Source: an optimization exercise on an open RTL-to-GDS flow (aim: small area, a short achievable clock period and few clock cycles per item). Production flows keep margins and buffers that such runs may drop.
Function not checked in this run: the RTL went through the layout flow alone.
Power is estimated from default activity; no workload was simulated.

$ cat design/flow/config.mk
export PLATFORM = sky130hd
export DESIGN_NAME = conv_pair_top
export DESIGN_NICKNAME = conv_pair_top
export VERILOG_FILES = /design/flow/design.v
export SDC_FILE = /design/flow/constraint.sdc
export NUM_CORES = 4
export LEC_CHECK = 0
export CAP_MARGIN = 20
export CORE_MARGIN = 2
export CORE_UTILIZATION = 40
export SETUP_SLACK_MARGIN = 3.5
export SLEW_MARGIN = 20
export SYNTH_HIERARCHICAL = 1
export SYNTH_MINIMUM_KEEP_SIZE = 0
$ cat design/flow/constraint.sdc
create_clock -name core_clock -period 10.0 [get_ports {clk_i}]
set_input_delay 2.0000 -clock core_clock [delete_from_list [all_inputs] [get_ports {clk_i}]]
set_output_delay 2.0000 -clock core_clock [all_outputs]
set_load 0.01 [all_outputs]
$ cat design/flow/design.v
`timescale 1ns/100ps
package conv_cfg_pkg;
    localparam int INPUT_HEIGHT  = 4;
    localparam int KERNEL_HEIGHT = 3;
    localparam int KERNEL_WIDTH  = 2;
    localparam int OUT_ROWS      = INPUT_HEIGHT - KERNEL_HEIGHT + 1;
    localparam int NUM_STEPS     = KERNEL_HEIGHT * KERNEL_WIDTH + 1;  
    localparam int NUM_CHANNELS  = 2;
    localparam int WORD_WIDTH = 16;
    localparam int ACC_WIDTH  = 32;
    typedef logic signed [WORD_WIDTH-1:0]     word_t;   
    typedef logic signed [ACC_WIDTH-1:0]      acc_t;    
    typedef logic [$clog2(NUM_STEPS)-1:0]     step_t;   
    localparam word_t WORD_MAX = 16'sh7fff;
    localparam logic [NUM_CHANNELS*NUM_STEPS*WORD_WIDTH-1:0] CONV_WEIGHTS = {
        -16'sd3,   
        -16'sd1,   
        16'sd2,   
        16'sd0,   
        16'sd1,   
        16'sd1,   
        -16'sd2,   
        16'sd5,   
        16'sd1,   
        16'sd0,   
        16'sd3,   
        -16'sd1,   
        16'sd2,   
        16'sd1    
    };
endpackage
`timescale 1ns/100ps
package conv_if_pkg;
    localparam int IF_INPUT_HEIGHT = 4;
    localparam int IF_KERNEL_WIDTH = 2;
    localparam int IF_OUT_ROWS     = 2;
    localparam int IF_WORD_WIDTH   = 16;
    localparam int IF_ACC_WIDTH    = 32;
    typedef struct packed {
        logic signed [IF_INPUT_HEIGHT-1:0][IF_KERNEL_WIDTH-1:0][IF_WORD_WIDTH-1:0] pixels;
    } window_t;
    typedef struct packed {
        logic signed [IF_OUT_ROWS-1:0][IF_ACC_WIDTH-1:0] sums;
    } channel_out_t;
    typedef struct packed {
        logic signed [IF_OUT_ROWS-1:0][IF_WORD_WIDTH-1:0] rows;
    } result_t;
    typedef logic [1:0] credit_cnt_t;
    localparam credit_cnt_t IN_CREDITS  = 2'd2;
    localparam credit_cnt_t OUT_CREDITS = 2'd2;
endpackage
`timescale 1ns/100ps
module conv_pair_top (
    input  logic                 clk_i,
    input  logic                 reset_i,
    input  logic                 win_valid_i,
    input  logic [127:0]         win_i,            
    output logic                 credit_o,
    input  logic                 credit_i,
    output logic                 result_valid_o,
    output logic [31:0]          result_o          
);
    logic [1:0][16:0] row_raw;     
    logic [127:0]     win_d;       
    logic             win_valid_d;
    logic [15:0] pa0, pb0, pc0, pd0;
    logic s0_1;
    logic c0_2;
    logic s0_3;
    logic c0_4;
    logic s0_5;
    logic c0_6;
    logic s0_7;
    logic c0_8;
    logic s0_9;
    logic c0_10;
    logic s0_11;
    logic c0_12;
    logic s0_13;
    logic c0_14;
    logic s0_15;
    logic c0_16;
    logic s0_17;
    logic c0_18;
    logic s0_19;
    logic c0_20;
    logic s0_21;
    logic c0_22;
    logic s0_23;
    logic c0_24;
    logic s0_25;
    logic c0_26;
    logic s0_27;
    logic c0_28;
    logic s0_29;
    logic c0_30;
    logic s0_31;
    logic c0_32;
    logic s0_33;
    logic c0_34;
    logic s0_35;
    logic c0_36;
    logic s0_37;
    logic c0_38;
    logic s0_39;
    logic c0_40;
    logic s0_41;
    logic c0_42;
    logic s0_43;
    logic c0_44;
    logic s0_45;
    logic c0_46;
    logic s0_47;
    logic c0_48;
    logic s0_49;
    logic c0_50;
    logic s0_51;
    logic c0_52;
    logic s0_53;
    logic c0_54;
    logic s0_55;
    logic c0_56;
    logic s0_57;
    logic c0_58;
    logic s0_59;
    logic c0_60;
    logic s0_61;
    logic c0_62;
    logic s0_63;
    logic c0_64;
    logic s0_65;
    logic c0_66;
    logic s0_67;
    logic c0_68;
    logic s0_69;
    logic c0_70;
    logic s0_71;
    logic c0_72;
    logic s0_73;
    logic c0_74;
    logic s0_75;
    logic c0_76;
    logic s0_77;
    logic c0_78;
    logic s0_79;
    logic c0_80;
    logic s0_81;
    logic c0_82;
    logic s0_83;
    logic c0_84;
    logic s0_85;
    logic c0_86;
    logic s0_87;
    logic c0_88;
    logic s0_89;
    logic c0_90;
    logic s0_91;
    logic c0_92;
    logic s0_93;
    logic c0_94;
    logic s0_95;
    logic c0_96;
    logic s0_97;
    logic c0_98;
    logic s0_99;
    logic c0_100;
    logic s0_101;
    logic c0_102;
    logic s0_103;
    logic c0_104;
    logic s0_105;
    logic c0_106;
    logic s0_107;
    logic c0_108;
    logic s0_109;
    logic c0_110;
    logic s0_111;
    logic c0_112;
    logic s0_113;
    logic c0_114;
    logic s0_115;
    logic c0_116;
    logic s0_117;
    logic c0_118;
    logic s0_119;
    logic c0_120;
    logic s0_121;
    logic c0_122;
    logic s0_123;
    logic c0_124;
    logic s0_125;
    logic c0_126;
    logic s0_127;
    logic c0_128;
    logic s0_129;
    logic c0_130;
    logic s0_131;
    logic c0_132;
    logic s0_133;
    logic c0_134;
    logic s0_135;
    logic c0_136;
    logic s0_137;
    logic c0_138;
    logic s0_139;
    logic c0_140;
    logic s0_141;
    logic c0_142;
    logic s0_143;
    logic c0_144;
    logic s0_145;
    logic c0_146;
    logic s0_147;
    logic c0_148;
    logic s0_149;
    logic c0_150;
    logic s0_151;
    logic c0_152;
    logic s0_153;
    logic c0_154;
    logic s0_155;
    logic c0_156;
    logic s0_157;
    logic c0_158;
    logic s0_159;
    logic c0_160;
    logic s0_161;
    logic c0_162;
    logic s0_163;
    logic c0_164;
    logic [19:0] x0, y0, sum0;
    logic [15:0] pa1, pb1, pc1, pd1;
    logic s1_165;
    logic c1_166;
    logic s1_167;
    logic c1_168;
    logic s1_169;
    logic c1_170;
    logic s1_171;
    logic c1_172;
    logic s1_173;
    logic c1_174;
    logic s1_175;
    logic c1_176;
    logic s1_177;
    logic c1_178;
    logic s1_179;
    logic c1_180;
    logic s1_181;
    logic c1_182;
    logic s1_183;
    logic c1_184;
    logic s1_185;
    logic c1_186;
    logic s1_187;
    logic c1_188;
    logic s1_189;
    logic c1_190;
    logic s1_191;
    logic c1_192;
    logic s1_193;
    logic c1_194;
    logic s1_195;
    logic c1_196;
    logic s1_197;
    logic c1_198;
    logic s1_199;
    logic c1_200;
    logic s1_201;
    logic c1_202;
    logic s1_203;
    logic c1_204;
    logic s1_205;
    logic c1_206;
    logic s1_207;
    logic c1_208;
    logic s1_209;
    logic c1_210;
    logic s1_211;
    logic c1_212;
    logic s1_213;
    logic c1_214;
    logic s1_215;
    logic c1_216;
    logic s1_217;
    logic c1_218;
    logic s1_219;
    logic c1_220;
    logic s1_221;
    logic c1_222;
    logic s1_223;
    logic c1_224;
    logic s1_225;
    logic c1_226;
    logic s1_227;
    logic c1_228;
    logic s1_229;
    logic c1_230;
    logic s1_231;
    logic c1_232;
    logic s1_233;
    logic c1_234;
    logic s1_235;
    logic c1_236;
    logic s1_237;
    logic c1_238;
    logic s1_239;
    logic c1_240;
    logic s1_241;
    logic c1_242;
    logic s1_243;
    logic c1_244;
    logic s1_245;
    logic c1_246;
    logic s1_247;
    logic c1_248;
    logic s1_249;
    logic c1_250;
    logic s1_251;
    logic c1_252;
    logic s1_253;
    logic c1_254;
    logic s1_255;
    logic c1_256;
    logic s1_257;
    logic c1_258;
    logic s1_259;
    logic c1_260;
    logic s1_261;
    logic c1_262;
    logic s1_263;
    logic c1_264;
    logic s1_265;
    logic c1_266;
    logic s1_267;
    logic c1_268;
    logic s1_269;
    logic c1_270;
    logic s1_271;
    logic c1_272;
    logic s1_273;
    logic c1_274;
    logic s1_275;
    logic c1_276;
    logic s1_277;
    logic c1_278;
    logic s1_279;
    logic c1_280;
    logic s1_281;
    logic c1_282;
    logic s1_283;
    logic c1_284;
    logic s1_285;
    logic c1_286;
    logic s1_287;
    logic c1_288;
    logic s1_289;
    logic c1_290;
    logic s1_291;
    logic c1_292;
    logic s1_293;
    logic c1_294;
    logic s1_295;
    logic c1_296;
    logic s1_297;
    logic c1_298;
    logic s1_299;
    logic c1_300;
    logic s1_301;
    logic c1_302;
    logic s1_303;
    logic c1_304;
    logic s1_305;
    logic c1_306;
    logic s1_307;
    logic c1_308;
    logic s1_309;
    logic c1_310;
    logic s1_311;
    logic c1_312;
    logic s1_313;
    logic c1_314;
    logic s1_315;
    logic c1_316;
    logic s1_317;
    logic c1_318;
    logic s1_319;
    logic c1_320;
    logic s1_321;
    logic c1_322;
    logic s1_323;
    logic c1_324;
    logic s1_325;
    logic c1_326;
    logic s1_327;
    logic c1_328;
    logic [19:0] x1, y1, sum1;
    assign win_d       = win_i;
    assign win_valid_d = win_valid_i;
    assign pa0 = win_d[0 +: 16];       
    assign pb0 = win_d[16 +: 16];     
    assign pc0 = win_d[48 +: 16];     
    assign pd0 = win_d[64 +: 16];     
    conv_ha i_s0_1 (.a(~pa0[1]), .b(pb0[1]), .s(s0_1), .co(c0_2));
    conv_ha i_s0_3 (.a(~pa0[2]), .b(pb0[2]), .s(s0_3), .co(c0_4));
    conv_ha i_s0_5 (.a(~pa0[3]), .b(pb0[3]), .s(s0_5), .co(c0_6));
    conv_ha i_s0_7 (.a(~pa0[4]), .b(pb0[4]), .s(s0_7), .co(c0_8));
    conv_ha i_s0_9 (.a(~pa0[5]), .b(pb0[5]), .s(s0_9), .co(c0_10));
    conv_ha i_s0_11 (.a(~pa0[6]), .b(pb0[6]), .s(s0_11), .co(c0_12));
    conv_ha i_s0_13 (.a(~pa0[7]), .b(pb0[7]), .s(s0_13), .co(c0_14));
    conv_ha i_s0_15 (.a(~pa0[8]), .b(pb0[8]), .s(s0_15), .co(c0_16));
    conv_ha i_s0_17 (.a(~pa0[9]), .b(pb0[9]), .s(s0_17), .co(c0_18));
    conv_ha i_s0_19 (.a(~pa0[10]), .b(pb0[10]), .s(s0_19), .co(c0_20));
    conv_ha i_s0_21 (.a(~pa0[11]), .b(pb0[11]), .s(s0_21), .co(c0_22));
    conv_ha i_s0_23 (.a(~pa0[12]), .b(pb0[12]), .s(s0_23), .co(c0_24));
    conv_ha i_s0_25 (.a(~pa0[13]), .b(pb0[13]), .s(s0_25), .co(c0_26));
    conv_ha i_s0_27 (.a(~pa0[14]), .b(pb0[14]), .s(s0_27), .co(c0_28));
    conv_fa i_s0_29 (.a(pa0[15]), .b(~pb0[15]), .c(pb0[14]), .s(s0_29), .co(c0_30));
    conv_fa i_s0_31 (.a(s0_1), .b(pb0[0]), .c(pc0[1]), .s(s0_31), .co(c0_32));
    conv_fa i_s0_33 (.a(s0_3), .b(pb0[1]), .c(pc0[2]), .s(s0_33), .co(c0_34));
    conv_ha i_s0_35 (.a(pc0[1]), .b(pd0[1]), .s(s0_35), .co(c0_36));
    conv_fa i_s0_37 (.a(s0_5), .b(pb0[2]), .c(pc0[3]), .s(s0_37), .co(c0_38));
    conv_fa i_s0_39 (.a(pc0[2]), .b(pd0[2]), .c(c0_4), .s(s0_39), .co(c0_40));
    conv_fa i_s0_41 (.a(s0_7), .b(pb0[3]), .c(pc0[4]), .s(s0_41), .co(c0_42));
    conv_fa i_s0_43 (.a(pc0[3]), .b(pd0[3]), .c(c0_6), .s(s0_43), .co(c0_44));
    conv_fa i_s0_45 (.a(s0_9), .b(pb0[4]), .c(pc0[5]), .s(s0_45), .co(c0_46));
    conv_fa i_s0_47 (.a(pc0[4]), .b(pd0[4]), .c(c0_8), .s(s0_47), .co(c0_48));
    conv_fa i_s0_49 (.a(s0_11), .b(pb0[5]), .c(pc0[6]), .s(s0_49), .co(c0_50));
    conv_fa i_s0_51 (.a(pc0[5]), .b(pd0[5]), .c(c0_10), .s(s0_51), .co(c0_52));
    conv_fa i_s0_53 (.a(s0_13), .b(pb0[6]), .c(pc0[7]), .s(s0_53), .co(c0_54));
    conv_fa i_s0_55 (.a(pc0[6]), .b(pd0[6]), .c(c0_12), .s(s0_55), .co(c0_56));
    conv_fa i_s0_57 (.a(s0_15), .b(pb0[7]), .c(pc0[8]), .s(s0_57), .co(c0_58));
    conv_fa i_s0_59 (.a(pc0[7]), .b(pd0[7]), .c(c0_14), .s(s0_59), .co(c0_60));
    conv_fa i_s0_61 (.a(s0_17), .b(pb0[8]), .c(pc0[9]), .s(s0_61), .co(c0_62));
    conv_fa i_s0_63 (.a(pc0[8]), .b(pd0[8]), .c(c0_16), .s(s0_63), .co(c0_64));
    conv_fa i_s0_65 (.a(s0_19), .b(pb0[9]), .c(pc0[10]), .s(s0_65), .co(c0_66));
    conv_fa i_s0_67 (.a(pc0[9]), .b(pd0[9]), .c(c0_18), .s(s0_67), .co(c0_68));
    conv_fa i_s0_69 (.a(s0_21), .b(pb0[10]), .c(pc0[11]), .s(s0_69), .co(c0_70));
    conv_fa i_s0_71 (.a(pc0[10]), .b(pd0[10]), .c(c0_20), .s(s0_71), .co(c0_72));
    conv_fa i_s0_73 (.a(s0_23), .b(pb0[11]), .c(pc0[12]), .s(s0_73), .co(c0_74));
    conv_fa i_s0_75 (.a(pc0[11]), .b(pd0[11]), .c(c0_22), .s(s0_75), .co(c0_76));
    conv_fa i_s0_77 (.a(s0_25), .b(pb0[12]), .c(pc0[13]), .s(s0_77), .co(c0_78));
    conv_fa i_s0_79 (.a(pc0[12]), .b(pd0[12]), .c(c0_24), .s(s0_79), .co(c0_80));
    conv_fa i_s0_81 (.a(s0_27), .b(pb0[13]), .c(pc0[14]), .s(s0_81), .co(c0_82));
    conv_fa i_s0_83 (.a(pc0[13]), .b(pd0[13]), .c(c0_26), .s(s0_83), .co(c0_84));
    conv_fa i_s0_85 (.a(s0_29), .b(~pc0[15]), .c(pc0[14]), .s(s0_85), .co(c0_86));
    assign s0_87 = ~(pd0[14] ^ c0_28);
    assign c0_88 = pd0[14] | c0_28;
    conv_fa i_s0_89 (.a(~pb0[15]), .b(~pc0[15]), .c(~pd0[15]), .s(s0_89), .co(c0_90));
    assign s0_91 = ~c0_30;
    assign c0_92 = c0_30;
    conv_ha i_s0_93 (.a(~pa0[0]), .b(pb0[0]), .s(s0_93), .co(c0_94));
    conv_fa i_s0_95 (.a(s0_31), .b(pc0[0]), .c(pd0[0]), .s(s0_95), .co(c0_96));
    conv_fa i_s0_97 (.a(s0_33), .b(s0_35), .c(c0_2), .s(s0_97), .co(c0_98));
    conv_fa i_s0_99 (.a(s0_37), .b(s0_39), .c(c0_34), .s(s0_99), .co(c0_100));
    conv_fa i_s0_101 (.a(s0_41), .b(s0_43), .c(c0_38), .s(s0_101), .co(c0_102));
    conv_fa i_s0_103 (.a(s0_45), .b(s0_47), .c(c0_42), .s(s0_103), .co(c0_104));
    conv_fa i_s0_105 (.a(s0_49), .b(s0_51), .c(c0_46), .s(s0_105), .co(c0_106));
    conv_fa i_s0_107 (.a(s0_53), .b(s0_55), .c(c0_50), .s(s0_107), .co(c0_108));
    conv_fa i_s0_109 (.a(s0_57), .b(s0_59), .c(c0_54), .s(s0_109), .co(c0_110));
    conv_fa i_s0_111 (.a(s0_61), .b(s0_63), .c(c0_58), .s(s0_111), .co(c0_112));
    conv_fa i_s0_113 (.a(s0_65), .b(s0_67), .c(c0_62), .s(s0_113), .co(c0_114));
    conv_fa i_s0_115 (.a(s0_69), .b(s0_71), .c(c0_66), .s(s0_115), .co(c0_116));
    conv_fa i_s0_117 (.a(s0_73), .b(s0_75), .c(c0_70), .s(s0_117), .co(c0_118));
    conv_fa i_s0_119 (.a(s0_77), .b(s0_79), .c(c0_74), .s(s0_119), .co(c0_120));
    conv_fa i_s0_121 (.a(s0_81), .b(s0_83), .c(c0_78), .s(s0_121), .co(c0_122));
    conv_fa i_s0_123 (.a(s0_85), .b(s0_87), .c(c0_82), .s(s0_123), .co(c0_124));
    conv_fa i_s0_125 (.a(s0_89), .b(s0_91), .c(c0_86), .s(s0_125), .co(c0_126));
    assign s0_127 = ~c0_90;
    assign c0_128 = c0_90;
    conv_ha i_s0_129 (.a(s0_93), .b(pc0[0]), .s(s0_129), .co(c0_130));
    assign s0_131 = ~(s0_95 ^ c0_94);
    assign c0_132 = s0_95 | c0_94;
    conv_fa i_s0_133 (.a(s0_97), .b(c0_32), .c(c0_96), .s(s0_133), .co(c0_134));
    conv_fa i_s0_135 (.a(s0_99), .b(c0_36), .c(c0_98), .s(s0_135), .co(c0_136));
    conv_fa i_s0_137 (.a(s0_101), .b(c0_40), .c(c0_100), .s(s0_137), .co(c0_138));
    conv_fa i_s0_139 (.a(s0_103), .b(c0_44), .c(c0_102), .s(s0_139), .co(c0_140));
    conv_fa i_s0_141 (.a(s0_105), .b(c0_48), .c(c0_104), .s(s0_141), .co(c0_142));
    conv_fa i_s0_143 (.a(s0_107), .b(c0_52), .c(c0_106), .s(s0_143), .co(c0_144));
    conv_fa i_s0_145 (.a(s0_109), .b(c0_56), .c(c0_108), .s(s0_145), .co(c0_146));
    conv_fa i_s0_147 (.a(s0_111), .b(c0_60), .c(c0_110), .s(s0_147), .co(c0_148));
    conv_fa i_s0_149 (.a(s0_113), .b(c0_64), .c(c0_112), .s(s0_149), .co(c0_150));
    conv_fa i_s0_151 (.a(s0_115), .b(c0_68), .c(c0_114), .s(s0_151), .co(c0_152));
    conv_fa i_s0_153 (.a(s0_117), .b(c0_72), .c(c0_116), .s(s0_153), .co(c0_154));
    conv_fa i_s0_155 (.a(s0_119), .b(c0_76), .c(c0_118), .s(s0_155), .co(c0_156));
    conv_fa i_s0_157 (.a(s0_121), .b(c0_80), .c(c0_120), .s(s0_157), .co(c0_158));
    conv_fa i_s0_159 (.a(s0_123), .b(c0_84), .c(c0_122), .s(s0_159), .co(c0_160));
    conv_fa i_s0_161 (.a(s0_125), .b(c0_88), .c(c0_124), .s(s0_161), .co(c0_162));
    conv_fa i_s0_163 (.a(s0_127), .b(c0_92), .c(c0_126), .s(s0_163), .co(c0_164));
    assign x0[0] = s0_129;
    assign y0[0] = 1'b1;
    assign x0[1] = s0_131;
    assign y0[1] = c0_130;
    assign x0[2] = s0_133;
    assign y0[2] = c0_132;
    assign x0[3] = s0_135;
    assign y0[3] = c0_134;
    assign x0[4] = s0_137;
    assign y0[4] = c0_136;
    assign x0[5] = s0_139;
    assign y0[5] = c0_138;
    assign x0[6] = s0_141;
    assign y0[6] = c0_140;
    assign x0[7] = s0_143;
    assign y0[7] = c0_142;
    assign x0[8] = s0_145;
    assign y0[8] = c0_144;
    assign x0[9] = s0_147;
    assign y0[9] = c0_146;
    assign x0[10] = s0_149;
    assign y0[10] = c0_148;
    assign x0[11] = s0_151;
    assign y0[11] = c0_150;
    assign x0[12] = s0_153;
    assign y0[12] = c0_152;
    assign x0[13] = s0_155;
    assign y0[13] = c0_154;
    assign x0[14] = s0_157;
    assign y0[14] = c0_156;
    assign x0[15] = s0_159;
    assign y0[15] = c0_158;
    assign x0[16] = s0_161;
    assign y0[16] = c0_160;
    assign x0[17] = s0_163;
    assign y0[17] = c0_162;
    assign x0[18] = c0_128;
    assign y0[18] = c0_164;
    assign x0[19] = 1'b1;
    assign y0[19] = 1'b0;
    assign sum0 = x0 + y0;
    assign row_raw[0] = {sum0[19], |sum0[18:15], sum0[14:0]};   
    assign pa1 = win_d[32 +: 16];       
    assign pb1 = win_d[48 +: 16];     
    assign pc1 = win_d[80 +: 16];     
    assign pd1 = win_d[96 +: 16];     
    conv_ha i_s1_165 (.a(~pa1[1]), .b(pb1[1]), .s(s1_165), .co(c1_166));
    conv_ha i_s1_167 (.a(~pa1[2]), .b(pb1[2]), .s(s1_167), .co(c1_168));
    conv_ha i_s1_169 (.a(~pa1[3]), .b(pb1[3]), .s(s1_169), .co(c1_170));
    conv_ha i_s1_171 (.a(~pa1[4]), .b(pb1[4]), .s(s1_171), .co(c1_172));
    conv_ha i_s1_173 (.a(~pa1[5]), .b(pb1[5]), .s(s1_173), .co(c1_174));
    conv_ha i_s1_175 (.a(~pa1[6]), .b(pb1[6]), .s(s1_175), .co(c1_176));
    conv_ha i_s1_177 (.a(~pa1[7]), .b(pb1[7]), .s(s1_177), .co(c1_178));
    conv_ha i_s1_179 (.a(~pa1[8]), .b(pb1[8]), .s(s1_179), .co(c1_180));
    conv_ha i_s1_181 (.a(~pa1[9]), .b(pb1[9]), .s(s1_181), .co(c1_182));
    conv_ha i_s1_183 (.a(~pa1[10]), .b(pb1[10]), .s(s1_183), .co(c1_184));
    conv_ha i_s1_185 (.a(~pa1[11]), .b(pb1[11]), .s(s1_185), .co(c1_186));
    conv_ha i_s1_187 (.a(~pa1[12]), .b(pb1[12]), .s(s1_187), .co(c1_188));
    conv_ha i_s1_189 (.a(~pa1[13]), .b(pb1[13]), .s(s1_189), .co(c1_190));
    conv_ha i_s1_191 (.a(~pa1[14]), .b(pb1[14]), .s(s1_191), .co(c1_192));
    conv_fa i_s1_193 (.a(pa1[15]), .b(~pb1[15]), .c(pb1[14]), .s(s1_193), .co(c1_194));
    conv_fa i_s1_195 (.a(s1_165), .b(pb1[0]), .c(pc1[1]), .s(s1_195), .co(c1_196));
    conv_fa i_s1_197 (.a(s1_167), .b(pb1[1]), .c(pc1[2]), .s(s1_197), .co(c1_198));
    conv_ha i_s1_199 (.a(pc1[1]), .b(pd1[1]), .s(s1_199), .co(c1_200));
    conv_fa i_s1_201 (.a(s1_169), .b(pb1[2]), .c(pc1[3]), .s(s1_201), .co(c1_202));
    conv_fa i_s1_203 (.a(pc1[2]), .b(pd1[2]), .c(c1_168), .s(s1_203), .co(c1_204));
    conv_fa i_s1_205 (.a(s1_171), .b(pb1[3]), .c(pc1[4]), .s(s1_205), .co(c1_206));
    conv_fa i_s1_207 (.a(pc1[3]), .b(pd1[3]), .c(c1_170), .s(s1_207), .co(c1_208));
    conv_fa i_s1_209 (.a(s1_173), .b(pb1[4]), .c(pc1[5]), .s(s1_209), .co(c1_210));
    conv_fa i_s1_211 (.a(pc1[4]), .b(pd1[4]), .c(c1_172), .s(s1_211), .co(c1_212));
    conv_fa i_s1_213 (.a(s1_175), .b(pb1[5]), .c(pc1[6]), .s(s1_213), .co(c1_214));
    conv_fa i_s1_215 (.a(pc1[5]), .b(pd1[5]), .c(c1_174), .s(s1_215), .co(c1_216));
    conv_fa i_s1_217 (.a(s1_177), .b(pb1[6]), .c(pc1[7]), .s(s1_217), .co(c1_218));
    conv_fa i_s1_219 (.a(pc1[6]), .b(pd1[6]), .c(c1_176), .s(s1_219), .co(c1_220));
    conv_fa i_s1_221 (.a(s1_179), .b(pb1[7]), .c(pc1[8]), .s(s1_221), .co(c1_222));
    conv_fa i_s1_223 (.a(pc1[7]), .b(pd1[7]), .c(c1_178), .s(s1_223), .co(c1_224));
    conv_fa i_s1_225 (.a(s1_181), .b(pb1[8]), .c(pc1[9]), .s(s1_225), .co(c1_226));
    conv_fa i_s1_227 (.a(pc1[8]), .b(pd1[8]), .c(c1_180), .s(s1_227), .co(c1_228));
    conv_fa i_s1_229 (.a(s1_183), .b(pb1[9]), .c(pc1[10]), .s(s1_229), .co(c1_230));
    conv_fa i_s1_231 (.a(pc1[9]), .b(pd1[9]), .c(c1_182), .s(s1_231), .co(c1_232));
    conv_fa i_s1_233 (.a(s1_185), .b(pb1[10]), .c(pc1[11]), .s(s1_233), .co(c1_234));
    conv_fa i_s1_235 (.a(pc1[10]), .b(pd1[10]), .c(c1_184), .s(s1_235), .co(c1_236));
    conv_fa i_s1_237 (.a(s1_187), .b(pb1[11]), .c(pc1[12]), .s(s1_237), .co(c1_238));
    conv_fa i_s1_239 (.a(pc1[11]), .b(pd1[11]), .c(c1_186), .s(s1_239), .co(c1_240));
    conv_fa i_s1_241 (.a(s1_189), .b(pb1[12]), .c(pc1[13]), .s(s1_241), .co(c1_242));
    conv_fa i_s1_243 (.a(pc1[12]), .b(pd1[12]), .c(c1_188), .s(s1_243), .co(c1_244));
    conv_fa i_s1_245 (.a(s1_191), .b(pb1[13]), .c(pc1[14]), .s(s1_245), .co(c1_246));
    conv_fa i_s1_247 (.a(pc1[13]), .b(pd1[13]), .c(c1_190), .s(s1_247), .co(c1_248));
    conv_fa i_s1_249 (.a(s1_193), .b(~pc1[15]), .c(pc1[14]), .s(s1_249), .co(c1_250));
    assign s1_251 = ~(pd1[14] ^ c1_192);
    assign c1_252 = pd1[14] | c1_192;
    conv_fa i_s1_253 (.a(~pb1[15]), .b(~pc1[15]), .c(~pd1[15]), .s(s1_253), .co(c1_254));
    assign s1_255 = ~c1_194;
    assign c1_256 = c1_194;
    conv_ha i_s1_257 (.a(~pa1[0]), .b(pb1[0]), .s(s1_257), .co(c1_258));
    conv_fa i_s1_259 (.a(s1_195), .b(pc1[0]), .c(pd1[0]), .s(s1_259), .co(c1_260));
    conv_fa i_s1_261 (.a(s1_197), .b(s1_199), .c(c1_166), .s(s1_261), .co(c1_262));
    conv_fa i_s1_263 (.a(s1_201), .b(s1_203), .c(c1_198), .s(s1_263), .co(c1_264));
    conv_fa i_s1_265 (.a(s1_205), .b(s1_207), .c(c1_202), .s(s1_265), .co(c1_266));
    conv_fa i_s1_267 (.a(s1_209), .b(s1_211), .c(c1_206), .s(s1_267), .co(c1_268));
    conv_fa i_s1_269 (.a(s1_213), .b(s1_215), .c(c1_210), .s(s1_269), .co(c1_270));
    conv_fa i_s1_271 (.a(s1_217), .b(s1_219), .c(c1_214), .s(s1_271), .co(c1_272));
    conv_fa i_s1_273 (.a(s1_221), .b(s1_223), .c(c1_218), .s(s1_273), .co(c1_274));
    conv_fa i_s1_275 (.a(s1_225), .b(s1_227), .c(c1_222), .s(s1_275), .co(c1_276));
    conv_fa i_s1_277 (.a(s1_229), .b(s1_231), .c(c1_226), .s(s1_277), .co(c1_278));
    conv_fa i_s1_279 (.a(s1_233), .b(s1_235), .c(c1_230), .s(s1_279), .co(c1_280));
    conv_fa i_s1_281 (.a(s1_237), .b(s1_239), .c(c1_234), .s(s1_281), .co(c1_282));
    conv_fa i_s1_283 (.a(s1_241), .b(s1_243), .c(c1_238), .s(s1_283), .co(c1_284));
    conv_fa i_s1_285 (.a(s1_245), .b(s1_247), .c(c1_242), .s(s1_285), .co(c1_286));
    conv_fa i_s1_287 (.a(s1_249), .b(s1_251), .c(c1_246), .s(s1_287), .co(c1_288));
    conv_fa i_s1_289 (.a(s1_253), .b(s1_255), .c(c1_250), .s(s1_289), .co(c1_290));
    assign s1_291 = ~c1_254;
    assign c1_292 = c1_254;
    conv_ha i_s1_293 (.a(s1_257), .b(pc1[0]), .s(s1_293), .co(c1_294));
    assign s1_295 = ~(s1_259 ^ c1_258);
    assign c1_296 = s1_259 | c1_258;
    conv_fa i_s1_297 (.a(s1_261), .b(c1_196), .c(c1_260), .s(s1_297), .co(c1_298));
    conv_fa i_s1_299 (.a(s1_263), .b(c1_200), .c(c1_262), .s(s1_299), .co(c1_300));
    conv_fa i_s1_301 (.a(s1_265), .b(c1_204), .c(c1_264), .s(s1_301), .co(c1_302));
    conv_fa i_s1_303 (.a(s1_267), .b(c1_208), .c(c1_266), .s(s1_303), .co(c1_304));
    conv_fa i_s1_305 (.a(s1_269), .b(c1_212), .c(c1_268), .s(s1_305), .co(c1_306));
    conv_fa i_s1_307 (.a(s1_271), .b(c1_216), .c(c1_270), .s(s1_307), .co(c1_308));
    conv_fa i_s1_309 (.a(s1_273), .b(c1_220), .c(c1_272), .s(s1_309), .co(c1_310));
    conv_fa i_s1_311 (.a(s1_275), .b(c1_224), .c(c1_274), .s(s1_311), .co(c1_312));
    conv_fa i_s1_313 (.a(s1_277), .b(c1_228), .c(c1_276), .s(s1_313), .co(c1_314));
    conv_fa i_s1_315 (.a(s1_279), .b(c1_232), .c(c1_278), .s(s1_315), .co(c1_316));
    conv_fa i_s1_317 (.a(s1_281), .b(c1_236), .c(c1_280), .s(s1_317), .co(c1_318));
    conv_fa i_s1_319 (.a(s1_283), .b(c1_240), .c(c1_282), .s(s1_319), .co(c1_320));
    conv_fa i_s1_321 (.a(s1_285), .b(c1_244), .c(c1_284), .s(s1_321), .co(c1_322));
    conv_fa i_s1_323 (.a(s1_287), .b(c1_248), .c(c1_286), .s(s1_323), .co(c1_324));
    conv_fa i_s1_325 (.a(s1_289), .b(c1_252), .c(c1_288), .s(s1_325), .co(c1_326));
    conv_fa i_s1_327 (.a(s1_291), .b(c1_256), .c(c1_290), .s(s1_327), .co(c1_328));
    assign x1[0] = s1_293;
    assign y1[0] = 1'b1;
    assign x1[1] = s1_295;
    assign y1[1] = c1_294;
    assign x1[2] = s1_297;
    assign y1[2] = c1_296;
    assign x1[3] = s1_299;
    assign y1[3] = c1_298;
    assign x1[4] = s1_301;
    assign y1[4] = c1_300;
    assign x1[5] = s1_303;
    assign y1[5] = c1_302;
    assign x1[6] = s1_305;
    assign y1[6] = c1_304;
    assign x1[7] = s1_307;
    assign y1[7] = c1_306;
    assign x1[8] = s1_309;
    assign y1[8] = c1_308;
    assign x1[9] = s1_311;
    assign y1[9] = c1_310;
    assign x1[10] = s1_313;
    assign y1[10] = c1_312;
    assign x1[11] = s1_315;
    assign y1[11] = c1_314;
    assign x1[12] = s1_317;
    assign y1[12] = c1_316;
    assign x1[13] = s1_319;
    assign y1[13] = c1_318;
    assign x1[14] = s1_321;
    assign y1[14] = c1_320;
    assign x1[15] = s1_323;
    assign y1[15] = c1_322;
    assign x1[16] = s1_325;
    assign y1[16] = c1_324;
    assign x1[17] = s1_327;
    assign y1[17] = c1_326;
    assign x1[18] = c1_292;
    assign y1[18] = c1_328;
    assign x1[19] = 1'b1;
    assign y1[19] = 1'b0;
    assign sum1 = x1 + y1;
    assign row_raw[1] = {sum1[19], |sum1[18:15], sum1[14:0]};   
    logic [1:0][33:0] entry;
    logic [1:0]       entry_valid;
    logic             wr_ptr;
    logic             rd_ptr;
    logic [1:0]       out_credits;
    logic             send;
    logic [33:0]      head;
    logic [1:0][14:0] head_sat;
    assign send           = entry_valid[rd_ptr] && (out_credits != 2'd0);
    assign result_valid_o = send;
    assign credit_o       = send;
    assign head           = entry[rd_ptr];
    for (genvar r = 0; r < 2; r++) begin : g_sat
        assign head_sat[r] = head[17 * r + 16] ? 15'd0 : head[17 * r + 15] ? 15'h7fff : head[17 * r +: 15];
    end
    assign result_o       = {1'b0, head_sat[1], 1'b0, head_sat[0]};
    always_ff @(posedge clk_i) begin
        if (reset_i) begin
            entry_valid <= 2'b00;
            wr_ptr      <= 1'b0;
            rd_ptr      <= 1'b0;
            out_credits <= 2'd2;
        end else begin
            if (win_valid_d) begin
                entry_valid[wr_ptr] <= 1'b1;
                wr_ptr              <= !wr_ptr;
            end
            if (send) begin
                entry_valid[rd_ptr] <= 1'b0;
                rd_ptr              <= !rd_ptr;
            end
            case ({send, credit_i})
                2'b10:   out_credits <= out_credits - 1'b1;
                2'b01:   out_credits <= out_credits + 1'b1;
                default: out_credits <= out_credits;
            endcase
        end
    end
    always_ff @(posedge clk_i) begin
        if (win_valid_d) begin
            entry[wr_ptr] <= row_raw;
        end
    end
endmodule
module conv_fa (
    input  logic a,
    input  logic b,
    input  logic c,
    output logic s,
    output logic co
);
    assign s  = a ^ b ^ c;
    assign co = (a & b) | (a & c) | (b & c);
endmodule
module conv_ha (
    input  logic a,
    input  logic b,
    output logic s,
    output logic co
);
    assign s  = a ^ b;
    assign co = a & b;
endmodule
$ cat design/flow/flow/run.sh
#!/bin/bash
# Standard layout (the standard.sh, all ORFS steps), except that the port buffers are
# buf_2 cells instead of the delay buffers buffer_ports picks by default.
# Each tool's full output is in orfs/logs/; make's own output is in make.log.
set -euo pipefail
bash standard.sh BUFFER_PORTS_ARGS="-buffer_cell sky130_fd_sc_hd__buf_2" finish > make.log 2>&1
$ cat design/flow/standard.sh
#!/bin/bash
# synth_recipe.tcl (not shown) runs the flow's synth.tcl, then flattens the netlist and writes it again
# the make line also repeats each setting of config.mk as NAME=value (left out here)
make -C /OpenROAD-flow-scripts/flow DESIGN_CONFIG=/design/flow/config.mk WORK_HOME=/design/flow/orfs CLKGATE_MAP_FILE= SYNTH_SCRIPT=/design/flow/synth_recipe.tcl "${@:-finish}"
==> impl_metrics.ini <==
[worst_setup_path]
ff2ff_setup_slack_ns = 7.45
required_ns = 10.07
slowest_stage = a2111oi_1
timing.rr.start = wr_ptr
start_kind = input port
worstRegToRegCells = 7
path_common_cell = fa_1
critPathMaxStageDelay_ns = 0.56
cp_num_cells = 14
critPathMaxFanout = 7
end_kind = register
cp-startpoint = win_i[9]
critPathBufInv = 2
crit_chain = buf_2 -> inv_1 -> ha_1 -> fa_1 -> fa_1 -> fa_1 -> ha_1 -> nand3_1 -> a2111oi_1 -> o31ai_1 -> a21boi_1 -> o211ai_1 -> a211oi_1 -> a31oi_1
arrival_ns = 6.27
worstSetupPathType = in -> reg
critPathTopFamily = adder cells

[min_path]
worstHoldStart = entry_valid[0]
worstHoldPathType = reg -> reg
holdPathStages = 2

[cts]
cts_tree = yes
cts-htree-levels = 3
clock_latency_ns = 0.34
cts-root-buf = clkbuf_16
clkSinkCount = 74
clk_pin_slew_ns = 0.06
cts_hold_buf = 0
cts_buffer_depth = 2
numCtsBuffers = 9
cts_post_setup_buffers_inserted = 0
cts_resized = 0

[cells_and_area]
area_delta_synth_final_pct = 16.9
final_util_pct = 47.7
nFillCells = 1894
fin_area_mm2 = 0.00965
nets = 1194
drive_gt1_share_pct = 22.2

[routing]
wl_met2_um = 8140
postRouteAntennaNets = 0
totalWireLength_um = 17500
post_drt_wl_per_cell_um = 15.3
vias_per_cell = 5.01
vias = 5711
route.detailed.drc = 0
met3_wirelength_um = 988
drt_iter0_drc = 338
wl_met1_um = 8060
top_layer = met5
first_pass_iters = 5

[sta]
finalCritPeriodShare_pct = 62.0
slew_headroom_pct = 43.2
grt_setup_unrepaired = false
setup_viol = 0
tightest_slew_ns = 0.849
drv_slew = 0
hold_viol_final = 0
fin_skew_ns = 0.00474
min_period_ns = 6.20
tns_ns = 0
fmax_ghz = 0.161

[synth]
synth.distinct_cells = 61
synthArstFlopShare_pct = 0
ys_warn_count = 7
synth_edf_count = 68
ys_ff_latch = 74
avgSynthCellArea_um2 = 11.5
netlist_area_mm2 = 0.00826
syn_inst = 720
synth_largest_area_cell = fa_1
yosysMostFrequentCell = fa_1
ys_top_cells_by_area = fa_1 30%, edfxtp_1 25%, ha_1 11%
yosysTopAreaCellShare_pct = 30.1
netlist_top_cells_count = 124 x fa_1, 75 x ha_1, 68 x edfxtp_1, 68 x inv_1, 64 x a21oi_1
synth_seq_area_share_pct = 26.2
dominantRegCellSynth = edfxtp_1

[placed_design]
port_buffers = 147
place_congestion = 0.835
placed_cell_area_mm2 = 0.00928
place_hpwl_um = 14400

[floorplanning]
die_h_um = 148
row_count = 52
initial_utilization_pct = 40.8
ios = 166
dieArea_mm2 = 0.0218
die_w_um = 148
coreArea_mm2 = 0.0202

[grt]
overflow = 0
antenna_found_initial = 2
grt_pass1_vias = 5749
grt_usage_pct = 16.8
grt_pass1_wl_um = 28700
grt_max_degree = 28

[power_and_ir_drop]
power.leakage_nw = 4.21
irDropWorstVdd_uv = 109
power.density_mw_per_mm2 = 308

[job]
cap_violations = 0

[status]
status = complete, no violations
Yosys stat by module (local to each module, per instance):
module / area [µm²] / flops+latches / cells
conv_fa: 20.0 / 0 / 1
conv_ha: 12.5 / 0 / 1
conv_pair_top: 5390 / 74 / 564
metrics by stage:
stage	setup slack [ns]	cells	hold slack [ns]	power, mW
global placement	3.50	1122	0.465	2.56
CTS	3.81	1138	0.480	2.99
finish	3.80	1139	0.483	2.98
detailed placement	3.47	1122	0.471	2.58
global route	3.55	1138	0.520	3.27
floorplan	3.88	721	0.451	2.13
per-layer routing:
metal  track usage (%)  vias to the layer above
met2              27.9                      152
li1                  -                     2784
met3              2.59                       15
met1              23.1                     2758
met4              4.81                        2
met5                 0                        -
how the worst min path moves through the flow:
stage	to	slack [ns]
finish	rd_ptr	0.48
global route	rd_ptr	0.52
CTS	rd_ptr	0.48
detailed placement	rd_ptr	0.47
global placement	rd_ptr	0.47
floorplan	rd_ptr	0.45
report_power, final:
part           internal [mW]  switching, mW  leakage [nW]
registers              0.503         0.0278         0.694
logic                  0.882           1.16          3.34
clock network          0.269          0.130         0.176
logic make-up (layout without fill, tap and decap cells):
family                     count (synthesis)  in the layout  synth area share, %
buffers and inverters                     91            238                 4.39
other                                      1              3               0.0454
DFF                                       74             74                 26.2
adders and majority gates                199            199                 41.4
muxes                                     34             34                 4.15
AOI/OAI and AO/OA                        143            143                 11.4
xor gates and xnor gates                  28             28                 2.97
and+or+nand+nor                          150            150                 9.40
area by class of cell:
type                            instances  area (µm²)  area share (%)
Sequential cell                        74        2160            22.4
Timing Repair Buffer                  154         788            8.17
Clock buffer                            9         225            2.33
Inverter                               68         255            2.64
Multi-Input combinational cell        556        5740            59.5
Tap cell                              270         338            3.50
Clock inverter                          7         141            1.46
Antenna cell                            1        2.50          0.0259
cells in the final DEF, fill, tap and decap left out, types with 11 or more instances in the layout:
cell,netlist,routed
edfxtp_1,68,68
xnor2_1,14,14
xor2_1,14,14
a21o_1,13,13
nor3_1,11,11
ha_1,75,75
fa_1,124,124
nand2_1,30,30
inv_1,68,68
a21oi_1,64,64
mux2i_1,32,32
buf_2,2,147
and2_1,46,46
nor2_1,32,32
tightest hold or removal path, stage by stage (launching register included):
cell and delay, ns:
dfxtp_1 0.32, nand2_1 0.07, a21oi_1 0.06

-- separate check: timing with driven ports --
Ports are ideal in the flow. The routed layout listed here was re-timed in OpenROAD.
Step 1, drivers: a clkbuf_16 drives clk_i and a buf_2 each remaining input, both assumed.
Step 2 adds t to the input delays and takes it off the output delays; t is the mean of the earliest and latest rising clock arrival at the registers after step 1. Input paths then give back, and output paths get back, about the clock's delay inside the block.
Slacks: no drivers / after step 1 / after step 2; pairs: no drivers / after step 1.
t (ns): 0.378
slack for setup (ns): 3.803 / 3.800 / 3.423
hold slack, ns: 0.483 / 0.483 / 0.483
worst setup path after step 2: input to register
After both steps this run still meets setup and hold. The setup slack of this run moves by -0.003 ns with the drivers and by -0.380 ns with both steps.
